Background: an optimization exercise with open tools, aiming at small area and a short achievable clock period. Do not read the settings as production practice.
RTL that was checked went through simulation tests only; none was proved equivalent to the original.

==> flow/design.v <==
`timescale 1ns/100ps
`default_nettype none
package mem_hier_pkg;
  typedef logic [6-1:0] addr_t;   
  typedef logic [16-1:0] word_t;   
  typedef logic [6-$clog2(2)-1:0] l1_tag_t;
  typedef logic [$clog2(2)-1:0]         l1_way_t;   
  typedef logic [$clog2(8)-1:0] l2_slot_t;   
  typedef logic [$clog2(8)-1:0] l2_age_t;    
endpackage
`default_nettype wire
`default_nettype none
`timescale 1ns/100ps
module rd_group (
  input  logic [7:0]   i_sel,
  input  logic [127:0] i_words,    
  output logic [15:0]  o_word
);
  logic [15:0] t [0:7];
  genvar k;
  generate
    for (k = 0; k < 8; k++) begin : g_t
      assign t[k] = {16{i_sel[k]}} & i_words[16*k +: 16];
    end
  endgenerate
  assign o_word = t[0] | t[1] | t[2] | t[3] | t[4] | t[5] | t[6] | t[7];
endmodule
module rd_nor3 (
  input  logic [15:0] i_a,
  input  logic [15:0] i_b,
  input  logic [15:0] i_c,
  output logic [15:0] o_word_n
);
  assign o_word_n = ~(i_a | i_b | i_c);
endmodule
module rd_nand3 (
  input  logic [15:0] i_a_n,
  input  logic [15:0] i_b_n,
  input  logic [15:0] i_c_n,
  output logic [15:0] o_word
);
  assign o_word = ~(i_a_n & i_b_n & i_c_n);
endmodule
`default_nettype wire
`default_nettype none
`timescale 1ns/100ps
module mem_hier_top (
  input  logic        clock,
  input  logic        reset,
  input  logic        i_read,
  input  logic        i_write,
  input  logic [5:0]  i_addr,
  input  logic [15:0] i_wdata,
  output logic        o_valid,
  output logic [15:0] o_rdata,
  output logic        o_hit_l1,
  output logic        o_hit_l2
);
  logic        s1_valid;
  logic        s1_write;
  logic [5:0]  s1_addr;
  logic [15:0] s1_wdata;
  logic [7:0]  s1_hi_w;           
  logic [7:0]  s1_hi_r;           
  logic [7:0]  s1_lo;             
  logic        s1_hit_m;          
  logic        s1_hit_l;          
  logic [7:0]  s1_l2_hv;          
  logic [7:0]  nx_hit_m_v;        
  logic        nx_hit_m;
  logic        nx_hit_l;
  logic [7:0]  nx_l2_hv;
  always_ff @(posedge clock or posedge reset)
  begin
    if (reset)
    begin
      s1_valid <= 1'b0;
      s1_hi_w  <= '0;
    end
    else
    begin
      s1_valid <= i_read | i_write;
      for (int h = 0; h < 8; h++)
        s1_hi_w[h] <= i_write && (i_addr[5:3] == 3'(h));
    end
  end
  always_ff @(posedge clock)
  begin
    s1_write <= i_write;
    s1_addr  <= i_addr;
    s1_wdata <= i_wdata;
    for (int h = 0; h < 8; h++)
    begin
      s1_lo[h]   <= (i_addr[2:0] == 3'(h));
    end
    for (int h = 0; h < 8; h++)
      s1_hi_r[h] <= i_read && (i_addr[5:3] == 3'(h));
    s1_hit_m <= nx_hit_m;
    s1_hit_l <= nx_hit_l;
    s1_l2_hv <= nx_l2_hv;
  end
  logic nx_same;                   
  assign nx_same = (i_addr == s1_addr);
  logic [4:0] l1_tag_m [0:1];    
  logic [4:0] l1_tag_l [0:1];    
  logic [1:0] l1_v_m;
  logic [1:0] l1_v_l;
  logic [1:0] l1_push;
  logic       l1_hit;
  assign l1_hit = s1_hit_m | s1_hit_l;
  genvar s;
  generate
    for (s = 0; s < 2; s++) begin : g_l1
      assign l1_push[s] = s1_valid && (s1_addr[0] == s) && !s1_hit_m;
      always_ff @(posedge clock or posedge reset)
      begin
        if (reset)
        begin
          l1_v_m[s] <= 1'b0;
          l1_v_l[s] <= 1'b0;
        end
        else if (l1_push[s])
        begin
          l1_v_m[s] <= 1'b1;
          l1_v_l[s] <= l1_v_m[s];
        end
      end
      always_ff @(posedge clock)
      begin
        if (l1_push[s])
        begin
          l1_tag_m[s] <= s1_addr[5:1];
          l1_tag_l[s] <= l1_tag_m[s];
        end
      end
    end
  endgenerate
  logic nx_eq_m;
  logic nx_eq_l;
  logic nx_push;
  assign nx_eq_m  = l1_v_m[i_addr[0]] && (l1_tag_m[i_addr[0]] == i_addr[5:1]);
  assign nx_eq_l  = l1_v_l[i_addr[0]] && (l1_tag_l[i_addr[0]] == i_addr[5:1]);
  assign nx_push  = l1_push[i_addr[0]];
  assign nx_hit_m = nx_push ? nx_same : nx_eq_m;
  assign nx_hit_l = nx_push ? nx_eq_m : nx_eq_l;
  logic [5:0] l2_tag [0:7];
  logic [7:0] l2_v;
  logic [7:0] l2_shift;
  logic [7:0] nx_eq;
  logic       l2_hit;
  logic       l2_act;
  assign l2_act = s1_valid && (s1_write || !l1_hit);
  assign l2_hit = |s1_l2_hv;
  always_comb
  begin
    l2_shift[0] = l2_act;
    for (int i = 1; i < 8; i++)
      l2_shift[i] = l2_shift[i-1] && !s1_l2_hv[i-1];
  end
  always_ff @(posedge clock or posedge reset)
  begin
    if (reset)
      l2_v <= '0;
    else
    begin
      if (l2_shift[0])
        l2_v[0] <= 1'b1;
      for (int i = 1; i < 8; i++)
        if (l2_shift[i])
          l2_v[i] <= l2_v[i-1];
    end
  end
  always_ff @(posedge clock)
  begin
    if (l2_shift[0])
      l2_tag[0] <= s1_addr;
    for (int i = 1; i < 8; i++)
      if (l2_shift[i])
        l2_tag[i] <= l2_tag[i-1];
  end
  always_comb
  begin
    for (int i = 0; i < 8; i++)
      nx_eq[i] = l2_v[i] && (l2_tag[i] == i_addr);
    nx_l2_hv[0] = l2_shift[0] ? nx_same : nx_eq[0];
    for (int i = 1; i < 8; i++)
      nx_l2_hv[i] = l2_shift[i] ? nx_eq[i-1] : nx_eq[i];
  end
  logic [15:0] mem_q [0:63];
  logic [63:0] written_q;         
  logic [63:0] wsel;              
  logic [63:0] written_d;         
  logic [63:0] rsel;              
  logic [15:0] rd_word;
  always_comb
  begin
    for (int j = 0; j < 64; j++)
    begin
      wsel[j] = s1_hi_w[j/8] && s1_lo[j%8];
      written_d[j] = written_q[j] || wsel[j];
      rsel[j] = s1_hi_r[j/8] && s1_lo[j%8] && written_q[j];
    end
  end
  genvar j;
  generate
    for (j = 0; j < 64; j++) begin : g_word
      always_ff @(posedge clock)
      begin
        if (wsel[j])
          mem_q[j] <= s1_wdata;
      end
      always_ff @(posedge clock or posedge reset)
      begin
        if (reset)
          written_q[j] <= 1'b0;
        else
          written_q[j] <= written_d[j];
      end
    end
  endgenerate
  logic [127:0] grp_words;
  genvar h;
  generate
    for (h = 0; h < 8; h++) begin : g_grp
      rd_group u_grp (
        .i_sel   (rsel[8*h +: 8]),
        .i_words ({mem_q[8*h+7], mem_q[8*h+6], mem_q[8*h+5], mem_q[8*h+4],
                   mem_q[8*h+3], mem_q[8*h+2], mem_q[8*h+1], mem_q[8*h]}),
        .o_word  (grp_words[16*h +: 16])
      );
    end
  endgenerate
  logic [15:0] wr_word;
  logic [15:0] part_n [0:2];
  assign wr_word = {16{s1_write}} & s1_wdata;
  rd_nor3 u_nor0 (.i_a(grp_words[15:0]),   .i_b(grp_words[31:16]),  .i_c(grp_words[47:32]),   .o_word_n(part_n[0]));
  rd_nor3 u_nor1 (.i_a(grp_words[63:48]),  .i_b(grp_words[79:64]),  .i_c(grp_words[95:80]),   .o_word_n(part_n[1]));
  rd_nor3 u_nor2 (.i_a(grp_words[111:96]), .i_b(grp_words[127:112]), .i_c(wr_word),          .o_word_n(part_n[2]));
  rd_nand3 u_nand (.i_a_n(part_n[0]), .i_b_n(part_n[1]), .i_c_n(part_n[2]), .o_word(rd_word));
  always_ff @(posedge clock or posedge reset)
  begin
    if (reset)
    begin
      o_valid  <= 1'b0;
      o_hit_l1 <= 1'b0;
      o_hit_l2 <= 1'b0;
    end
    else
    begin
      o_valid  <= s1_valid;
      o_hit_l1 <= s1_valid && l1_hit;
      o_hit_l2 <= s1_valid && !l1_hit && l2_hit;
    end
  end
  always_ff @(posedge clock)
  begin
    o_rdata <= rd_word;
  end
endmodule
`default_nettype wire
Settings: LEC_CHECK=0, CAP_MARGIN=20, CORE_MARGIN=2, CORE_UTILIZATION=60, CTS_CLUSTER_DIAMETER=80, CTS_CLUSTER_SIZE=24, SETUP_SLACK_MARGIN=3.1, SLEW_MARGIN=20, SYNTH_HIERARCHICAL=1, SYNTH_MINIMUM_KEEP_SIZE=0; clock period 5.5 ns.
run.sh (not shown) runs the stock make flow with config.mk's settings and CLKGATE_MAP_FILE= SYNTH_SCRIPT=/design/flow/synth_recipe.tcl, a recipe that flattens the netlist after the stock synthesis.
The first run finished with timing, DRC and antenna clean.
==> next run, changes <==
--- a/flow/design.v
+++ b/flow/design.v
@@ -62,5 +62,5 @@
   logic [15:0] s1_wdata;
   logic [7:0]  s1_hi_w;           
-  logic [7:0]  s1_hi_r;           
+  logic [63:0] s1_rsel;           
   logic [7:0]  s1_lo;             
   logic        s1_hit_m;          
@@ -71,4 +71,5 @@
   logic        nx_hit_l;
   logic [7:0]  nx_l2_hv;
+  logic [63:0] nx_rsel;
   always_ff @(posedge clock or posedge reset)
   begin
@@ -94,6 +95,5 @@
       s1_lo[h]   <= (i_addr[2:0] == 3'(h));
     end
-    for (int h = 0; h < 8; h++)
-      s1_hi_r[h] <= i_read && (i_addr[5:3] == 3'(h));
+    s1_rsel  <= nx_rsel;
     s1_hit_m <= nx_hit_m;
     s1_hit_l <= nx_hit_l;
@@ -191,5 +191,4 @@
   logic [63:0] wsel;              
   logic [63:0] written_d;         
-  logic [63:0] rsel;              
   logic [15:0] rd_word;
   always_comb
@@ -199,5 +198,5 @@
       wsel[j] = s1_hi_w[j/8] && s1_lo[j%8];
       written_d[j] = written_q[j] || wsel[j];
-      rsel[j] = s1_hi_r[j/8] && s1_lo[j%8] && written_q[j];
+      nx_rsel[j] = i_read && (i_addr == 6'(j)) && written_d[j];
     end
   end
@@ -224,5 +223,5 @@
     for (h = 0; h < 8; h++) begin : g_grp
       rd_group u_grp (
-        .i_sel   (rsel[8*h +: 8]),
+        .i_sel   (s1_rsel[8*h +: 8]),
         .i_words ({mem_q[8*h+7], mem_q[8*h+6], mem_q[8*h+5], mem_q[8*h+4],
                    mem_q[8*h+3], mem_q[8*h+2], mem_q[8*h+1], mem_q[8*h]}),
Outcome:
- The new run completed without violations
- hold slack loses 0.0037 ns
- non-clock buffer count rises by 15
- first-iteration DRC count rises by roughly a tenth
- fmax rises by a few percent
- core utilization rises by 0.32 points
- cell area rises by a few percent
No functional check of the RTL was part of the second run of this note.

## port drivers added, routing unchanged
In the flow no input, the clock included, has a driving cell. The finished layouts below were timed again as built, in two steps. Step 1, drivers: a clkbuf_16 drives clock and a buf_2 each remaining input, both assumed. Step 2 also shifts input and output timing later by t, the mid clock arrival at the registers, as if the neighbouring blocks saw the same clock. a / b / c = ideal / step 1 / step 2; a / b = the first two.
run | shift t [ns] | setup WS [ns] | hold WS [ns] | worst setup path after step 2 | slew at the worst register clock pin (ns)
the first run | 0.714 | 3.077 / 3.070 / 2.568 | 0.461 / 0.461 / 0.461 | input to register | 0.10 / 0.10
the second run | 0.728 | 3.144 / 3.076 / 2.581 | 0.457 / 0.457 / 0.457 | input to register | 0.10 / 0.10
After both steps every run listed still meets setup and hold. The setup slack of the second run, which loses most, moves by -0.068 ns with the drivers and by -0.563 ns with both steps.
